This design comes from an exercise in tuning for small area, a short achievable clock period and few clock cycles per item on the open sky130 flow, not from production work. Where RTL was checked, it was by simulation tests only, not by an equivalence proof against the original.

==> build 49: inputs <==
## hilo_muldiv_ctrl
module hilo_muldiv_ctrl (
  input  logic        clk,
  input  logic        rst,
  input  logic        op_valid,
  input  logic [2:0]  op,
  input  logic [31:0] rs_data,
  input  logic [31:0] rt_data,
  input  logic        rd_req,
  input  logic        flush,
  output logic        op_ready,
  output logic        busy,
  output logic        stall,
  output logic        done,
  output logic [63:0] hilo_out
);
  logic [63:0] r_hilo;
  logic        r_busy, r_mul, r_prep, r_div, r_fix, r_done;
  logic [32:0] r_x;       
  logic [31:0] r_q;       
  logic [33:0] r_acc;     
  logic [1:0]  r_cnt;     
  logic [4:0]  r_dcnt;    
  logic        r_last, r_sgn, r_qneg, r_rneg, r_u;
  logic [3:0]  r_one, r_two, r_neg;   
  logic w_acc, w_is_mul, w_is_div, w_sgn_in, w_na_in_n, w_nb_in_n;
  assign w_acc     = ~r_busy & op_valid & ~flush;
  assign w_is_mul  = (op == 3'd1) | (op == 3'd2);
  assign w_is_div  = (op == 3'd3) | (op == 3'd4);
  assign w_sgn_in  = (op == 3'd1) | (op == 3'd3);
  assign w_na_in_n = (op == 3'd3) & rs_data[31];
  assign w_nb_in_n = (op == 3'd3) & rt_data[31];
  function automatic logic [11:0] benc(input logic [8:0] b);   
    logic [3:0] one, two, neg;
    for (int m = 0; m < 4; m++) begin
      one[m] = b[2*m+1] ^ b[2*m];
      two[m] = (b[2*m+2] & ~b[2*m+1] & ~b[2*m]) | (~b[2*m+2] & b[2*m+1] & b[2*m]);
      neg[m] = b[2*m+2] & ~(b[2*m+1] & b[2*m]);
    end
    benc = {neg, two, one};
  endfunction
  logic [33:0] w_xe;
  assign w_xe = {r_x[32], r_x};
  logic [33:0] w_pp0, w_pp1, w_pp2, w_pp3;
  assign w_pp0 = ({34{r_one[0]}} & w_xe | {34{r_two[0]}} & {w_xe[32:0], 1'b0}) ^ {34{r_neg[0]}};
  assign w_pp1 = ({34{r_one[1]}} & w_xe | {34{r_two[1]}} & {w_xe[32:0], 1'b0}) ^ {34{r_neg[1]}};
  assign w_pp2 = ({34{r_one[2]}} & w_xe | {34{r_two[2]}} & {w_xe[32:0], 1'b0}) ^ {34{r_neg[2]}};
  assign w_pp3 = ({34{r_one[3]}} & w_xe | {34{r_two[3]}} & {w_xe[32:0], 1'b0}) ^ {34{r_neg[3]}};
  logic [3:0]  w_neg;
  assign w_neg = r_neg;
  logic        w_rinc;
  logic [33:0] w_acc_in;
  assign w_rinc   = (r_fix | r_prep) & r_rneg;
  assign w_acc_in = r_acc ^ {34{w_rinc}};
  logic [32:0] w_ur;
  assign w_ur = {33{r_u}} & r_x;
  logic [42-1:0] w_ta, w_tb, w_p;
  ...
clock: 11.0 ns
lec_check: 0
cap_margin: 20
core_margin: 2
core_utilization: 40
slew_margin: 20
standard.sh (not shown) runs the stock make flow with config.mk's settings and CLKGATE_MAP_FILE= SYNTH_SCRIPT=/design/flow/synth_recipe.tcl, a recipe that flattens the netlist after the stock synthesis.
==> flow/flow/run.sh <==
#!/bin/bash
# The standard layout (the standard.sh: ORFS synthesis through finish, unchanged), with
# the ports buffered by buf_1 cells and timing repair aimed 5.6 ns below the clock period, at the worst endpoints only.
set -euo pipefail
bash standard.sh SETUP_SLACK_MARGIN=5.6 TNS_END_PERCENT=3 "BUFFER_PORTS_ARGS=-buffer_cell sky130_fd_sc_hd__buf_1" finish > flow_make.log 2>&1
==> build 13 (differences from build 49) <==
--- a/flow/design.v
+++ b/flow/design.v
@@ -15,24 +15,27 @@
 );
   logic [63:0] r_hilo;
   logic        r_busy, r_mul, r_prep, r_div, r_fix, r_done;
   logic [32:0] r_x;       
   logic [31:0] r_q;       
   logic [33:0] r_acc;     
   logic [1:0]  r_cnt;     
+  logic        r_short;   
   logic [4:0]  r_dcnt;    
   logic        r_last, r_sgn, r_qneg, r_rneg, r_u;
   logic [3:0]  r_one, r_two, r_neg;   
   logic w_acc, w_is_mul, w_is_div, w_sgn_in, w_na_in_n, w_nb_in_n;
   assign w_acc     = ~r_busy & op_valid & ~flush;
   assign w_is_mul  = (op == 3'd1) | (op == 3'd2);
   assign w_is_div  = (op == 3'd3) | (op == 3'd4);
   assign w_sgn_in  = (op == 3'd1) | (op == 3'd3);
   assign w_na_in_n = (op == 3'd3) & rs_data[31];
   assign w_nb_in_n = (op == 3'd3) & rt_data[31];
+  logic w_fa;
+  assign w_fa   = w_sgn_in ? ((&rs_data[31:15]) | ~(|rs_data[31:15])) : ~(|rs_data[31:16]);
   function automatic logic [11:0] benc(input logic [8:0] b);   
     logic [3:0] one, two, neg;
     for (int m = 0; m < 4; m++) begin
       one[m] = b[2*m+1] ^ b[2*m];
       two[m] = (b[2*m+2] & ~b[2*m+1] & ~b[2*m]) | (~b[2*m+2] & b[2*m+1] & b[2*m]);
       neg[m] = b[2*m+2] & ~(b[2*m+1] & b[2*m]);
     end
@@ -417,28 +420,30 @@
         r_busy <= w_is_mul | w_is_div;
         r_mul  <= w_is_mul;
         r_prep <= w_is_div;
       end
       if (~flush) begin
         if (w_acc & (op == 3'd5)) r_hilo[63:32] <= rs_data;
         if (w_acc & (op == 3'd6)) r_hilo[31:0]  <= rs_data;
-        if (w_mfin) r_hilo <= {w_p[39:8], w_p[7:0], r_q[31:8]};
+        if (w_mfin) r_hilo <= r_short ? {{14{w_p[41]}}, w_p[41:0], r_q[31:24]}
+                                       : {w_p[39:8], w_p[7:0], r_q[31:8]};
         if (w_pfin | r_fix) r_hilo <= {w_p[31:0], r_fix ? w_nb : {32{w_bz}}};
       end
     end
   end
   always_ff @(posedge clk) begin
     if (~r_busy) begin
       r_x    <= {w_is_mul & w_sgn_in & rt_data[31], w_nb};
       r_q    <= rs_data;
       r_acc  <= {2'b0, {32{w_is_div}} & w_na};
       r_sgn  <= w_sgn_in;
       r_rneg <= w_na_in_n;
       r_qneg <= w_na_in_n ^ w_nb_in_n;
-      r_cnt  <= 2'd3;
+      r_cnt  <= w_fa ? 2'd1 : 2'd3;
+      r_short <= w_fa;
       r_last <= 1'b0;
       r_u    <= 1'b0;
       {r_neg, r_two, r_one} <= {12{w_is_mul}} & benc({rs_data[7:0], 1'b0});
     end else if (r_mul) begin
       r_q    <= {w_p[7:0], r_q[31:8]};
       r_acc  <= w_p[41:8];
       r_cnt  <= r_cnt - 2'd1;
==> flow/flow/run.sh (replaced) <==
#!/bin/bash
# The standard layout (the standard.sh: ORFS synthesis through finish, unchanged), with
# the ports buffered by buf_1 cells and timing repair aimed 5.6 ns below the clock period, at the worst endpoints only.
set -euo pipefail
bash standard.sh SETUP_SLACK_MARGIN=5.6 TNS_END_PERCENT=10 "BUFFER_PORTS_ARGS=-buffer_cell sky130_fd_sc_hd__buf_1" finish > flow_make.log 2>&1
==> run notes <==
- Against build 13, the critical path depth of build 49 is higher by 2.
- Between build 49 and build 13, the lower sequential share of layout area is in build 13 (gap 2.0 points).
- In build 49 the final area is smaller than in build 13, by about 11%.
- Against build 13, the die area of build 49 is lower by 6.1%.
- Against build 49, the fmax of build 13 is smaller by 1.3%.
- Against build 13, the register-to-register slack of build 49 is higher by 0.07 ns.
- Of build 49 and build 13, build 13 has the higher area after synthesis (gap about 6%, measured against build 13).
==> figures <==
	build 13	build 49
Launch instance of the worst min-delay path	r_u	r_hilo[40]
Worst-skew pair later-pin latency	0.48 ns	0.47 ns
Total number of vias	25,200	22,100
Clock network area share	2.21%	2.42%
Max incr delay on CP	0.55 ns	0.54 ns
Met2 GRT Util	51.7%	46.8%
First-pass GRT wire length	159,000 um	136,000 um
Global-route met3 utilization	5.46%	4.69%
Final weighted congestion in routability-driven placement	1.02	0.990
Most Frequent Cell on Critical Path	sky130_fd_sc_hd__fa_1	sky130_fd_sc_hd__buf_4
Inserted Diodes	1	2
Multi-input combinational cell area	0.0181 sq mm	0.0162 sq mm
Status	complete, no violations	complete, no violations
Sequential cell area fraction in the yosys report	21.5%	22.7%
Testbench counts of build 49, summed over its fixed seeds: cycles 15,693, ops 3,200.
No functional check of the RTL was part of build 13.

---

==> exp/delta: inputs <==
hilo_muldiv_ctrl again, from the RTL that the note above started with.
clock: 11.0 ns
lec_check: 0
cap_margin: 20
core_margin: 2
core_utilization: 40
setup_slack_margin: 5
slew_margin: 20
run.sh (not shown) runs the stock make flow with config.mk's settings and CLKGATE_MAP_FILE= SYNTH_SCRIPT=/design/flow/synth_recipe.tcl, a recipe that flattens the netlist after the stock synthesis.
Stock flow here: none of the scripts above is used.
==> exp/amber (differences from exp/delta) <==
==> flow/flow/run.sh (new file) <==
#!/bin/bash
# The standard layout (the standard.sh: ORFS synthesis through finish, unchanged), with
# timing repair aimed 6.1 ns below the clock period and at the worst endpoints only.
set -euo pipefail
bash standard.sh SETUP_SLACK_MARGIN=6.1 TNS_END_PERCENT=10 finish > flow_make.log 2>&1
==> flow/standard.sh (new file) <==
#!/bin/bash
# synth_recipe.tcl (not shown) runs the flow's synth.tcl, then flattens the netlist and writes it again
# the make line also repeats each setting of config.mk as NAME=value (left out here)
make -C /OpenROAD-flow-scripts/flow DESIGN_CONFIG=/design/flow/config.mk WORK_HOME=/design/flow/orfs CLKGATE_MAP_FILE= SYNTH_SCRIPT=/design/flow/synth_recipe.tcl "${@:-finish}"
SETUP_SLACK_MARGIN = default   (was 5)
removed: flow/run.sh
==> exp/cedar (differences from exp/delta) <==
--- a/flow/design.v
+++ b/flow/design.v
@@ -17,20 +17,27 @@
   logic        r_busy, r_mul, r_prep, r_div, r_fix, r_done;
   logic [32:0] r_x;       
   logic [31:0] r_q;       
   logic [33:0] r_acc;     
   logic [1:0]  r_cnt;     
+  logic        r_short;   
   logic [4:0]  r_dcnt;    
   logic        r_last, r_sgn, r_qneg, r_rneg, r_u;
   logic [3:0]  r_one, r_two, r_neg;   
   logic w_acc, w_is_mul, w_is_div, w_sgn_in, w_na_in_n, w_nb_in_n;
   assign w_acc     = ~r_busy & op_valid & ~flush;
   assign w_is_mul  = (op == 3'd1) | (op == 3'd2);
   assign w_is_div  = (op == 3'd3) | (op == 3'd4);
   assign w_sgn_in  = (op == 3'd1) | (op == 3'd3);
   assign w_na_in_n = (op == 3'd3) & rs_data[31];
   assign w_nb_in_n = (op == 3'd3) & rt_data[31];
+  logic w_fa, w_fb, w_swap;
+  logic [31:0] w_mq;
+  assign w_fa   = w_sgn_in ? ((&rs_data[31:15]) | ~(|rs_data[31:15])) : ~(|rs_data[31:16]);
+  assign w_fb   = w_sgn_in ? ((&rt_data[31:15]) | ~(|rt_data[31:15])) : ~(|rt_data[31:16]);
+  assign w_swap = w_is_mul & ~w_fa & w_fb;
+  assign w_mq   = w_swap ? rt_data : rs_data;
   function automatic logic [11:0] benc(input logic [8:0] b);   
     logic [3:0] one, two, neg;
     for (int m = 0; m < 4; m++) begin
       one[m] = b[2*m+1] ^ b[2*m];
       two[m] = (b[2*m+2] & ~b[2*m+1] & ~b[2*m]) | (~b[2*m+2] & b[2*m+1] & b[2*m]);
@@ -419,27 +426,30 @@
         r_prep <= w_is_div;
       end
       if (~flush) begin
         if (w_acc & (op == 3'd5)) r_hilo[63:32] <= rs_data;
         if (w_acc & (op == 3'd6)) r_hilo[31:0]  <= rs_data;
-        if (w_mfin) r_hilo <= {w_p[39:8], w_p[7:0], r_q[31:8]};
+        if (w_mfin) r_hilo <= r_short ? {{14{w_p[41]}}, w_p[41:0], r_q[31:24]}
+                                       : {w_p[39:8], w_p[7:0], r_q[31:8]};
         if (w_pfin | r_fix) r_hilo <= {w_p[31:0], r_fix ? w_nb : {32{w_bz}}};
       end
     end
   end
   always_ff @(posedge clk) begin
     if (~r_busy) begin
-      r_x    <= {w_is_mul & w_sgn_in & rt_data[31], w_nb};
-      r_q    <= rs_data;
+      r_x    <= w_swap ? {w_sgn_in & rs_data[31], rs_data}
+                       : {w_is_mul & w_sgn_in & rt_data[31], w_nb};
+      r_q    <= w_mq;
       r_acc  <= {2'b0, {32{w_is_div}} & w_na};
       r_sgn  <= w_sgn_in;
       r_rneg <= w_na_in_n;
       r_qneg <= w_na_in_n ^ w_nb_in_n;
-      r_cnt  <= 2'd3;
+      r_cnt  <= (w_fa | w_fb) ? 2'd1 : 2'd3;
+      r_short <= w_fa | w_fb;
       r_last <= 1'b0;
       r_u    <= 1'b0;
-      {r_neg, r_two, r_one} <= {12{w_is_mul}} & benc({rs_data[7:0], 1'b0});
+      {r_neg, r_two, r_one} <= {12{w_is_mul}} & benc({w_mq[7:0], 1'b0});
     end else if (r_mul) begin
       r_q    <= {w_p[7:0], r_q[31:8]};
       r_acc  <= w_p[41:8];
       r_cnt  <= r_cnt - 2'd1;
       r_last <= (r_cnt == 2'd1);
==> flow/flow/run.sh (new file) <==
#!/bin/bash
# The standard layout (the standard.sh: ORFS synthesis through finish, unchanged), with
# the ports buffered by buf_2 cells and timing repair aimed 5.6 ns below the clock period, at the worst endpoints only.
set -euo pipefail
bash standard.sh SETUP_SLACK_MARGIN=5.6 TNS_END_PERCENT=10 "BUFFER_PORTS_ARGS=-buffer_cell sky130_fd_sc_hd__buf_2" finish > flow_make.log 2>&1
==> flow/standard.sh (new file) <==
#!/bin/bash
# synth_recipe.tcl (not shown) runs the flow's synth.tcl, then flattens the netlist and writes it again
# the make line also repeats each setting of config.mk as NAME=value (left out here)
make -C /OpenROAD-flow-scripts/flow DESIGN_CONFIG=/design/flow/config.mk WORK_HOME=/design/flow/orfs CLKGATE_MAP_FILE= SYNTH_SCRIPT=/design/flow/synth_recipe.tcl "${@:-finish}"
SETUP_SLACK_MARGIN = default   (was 5)
removed: flow/run.sh
==> comparison <==
Critical path depth: exp/cedar > exp/delta > exp/amber.
Maximum frequency, highest first: exp/amber, exp/cedar, exp/delta.
Register-to-register slack: exp/amber > exp/cedar > exp/delta.
In exp/amber the die area is lower than in exp/cedar, by about 8%.
Worst hold slack, lowest first: exp/cedar, exp/amber, exp/delta.
==> figures <==
Rows: exp/delta 86; exp/cedar 90; exp/amber 86
FF+latch count: exp/delta 193; exp/cedar 194; exp/amber 193
Result of the run: exp/delta timing/DRC/antenna clean; exp/cedar timing/DRC/antenna clean; exp/amber timing/DRC/antenna clean
Die height: exp/delta 240 um; exp/cedar 251 um; exp/amber 240 um
Post-synthesis instance area: exp/delta 0.0222 mm^2; exp/cedar 0.0243 mm^2; exp/amber 0.0222 mm^2
Leading cell type in the layout, fill and taps excluded: exp/delta sky130_fd_sc_hd__nand2_1; exp/cedar sky130_fd_sc_hd__nor2_1; exp/amber sky130_fd_sc_hd__nand2_1
Worst-case register-to-register setup slack: exp/delta 5.28 ns; exp/cedar 5.33 ns; exp/amber 5.75 ns
Stages on worst setup path: exp/delta 18; exp/cedar 21; exp/amber 15
Worst Reg2Reg Path Length in Cells: exp/delta 18; exp/cedar 21; exp/amber 15
Non-filler instance count after layout: exp/delta 3491; exp/cedar 3882; exp/amber 3609
Met3 usage: exp/delta 3.90%; exp/cedar 6.89%; exp/amber 4.64%
Layout Nets: exp/delta 3003; exp/cedar 3359; exp/amber 3121
Distinct cells, synth: exp/delta 78; exp/cedar 94; exp/amber 78
Wire length of the first global-routing pass: exp/delta 136000 um; exp/cedar 165000 um; exp/amber 142000 um
Non-Filler Cell Area, Final: exp/delta 0.0252 mm^2; exp/cedar 0.0281 mm^2; exp/amber 0.0275 mm^2
Testbench counts of exp/delta, summed over its fixed seeds: cycles 15,693, ops 3,200.
Testbench counts of exp/amber, summed over its fixed seeds: cycles 15,693, ops 3,200.
The RTL of exp/cedar was laid out without a check of its function.

afterwards: timing with drivers on the ports:
Ports are ideal in the flow. The routed layouts listed here were re-timed in OpenROAD.
Step 1 (the two cells are an assumption about what drives the block):
set clk [get_ports {clk}]
set_driving_cell -lib_cell sky130_fd_sc_hd__clkbuf_16 $clk
set_driving_cell -lib_cell sky130_fd_sc_hd__buf_2 [delete_from_list [all_inputs] $clk]
Step 2, shift: input delay + t, output delay - t, t = (earliest + latest rising clock arrival at the registers) / 2. This alone moves slack from input paths to output paths.
a / b / c = no drivers / after step 1 / after step 2; a / b = the first two.
run | shift t [ns] | setup slack, ns | hold WS [ns] | worst setup path after step 2 | cell pins on the clock port's net
build 49 | 0.516 | 5.602 / 5.602 / 5.420 | 0.463 / 0.463 / 0.463 | input to register | 1
build 13 | 0.526 | 5.531 / 5.531 / 5.390 | 0.477 / 0.477 / 0.477 | input to register | 1
exp/delta | 0.512 | 5.277 / 5.277 / 4.919 | 0.476 / 0.476 / 0.476 | input to register | 1
exp/amber | 0.514 | 5.748 / 5.748 / 5.404 | 0.465 / 0.465 / 0.465 | input to register | 1
exp/cedar | 0.539 | 5.329 / 5.329 / 4.859 | 0.459 / 0.459 / 0.459 | input to register | 1
After both steps setup and hold are still met in every run listed. The setup slack of exp/cedar, which loses most, moves by 0.000 ns with the drivers and by -0.470 ns with both steps.
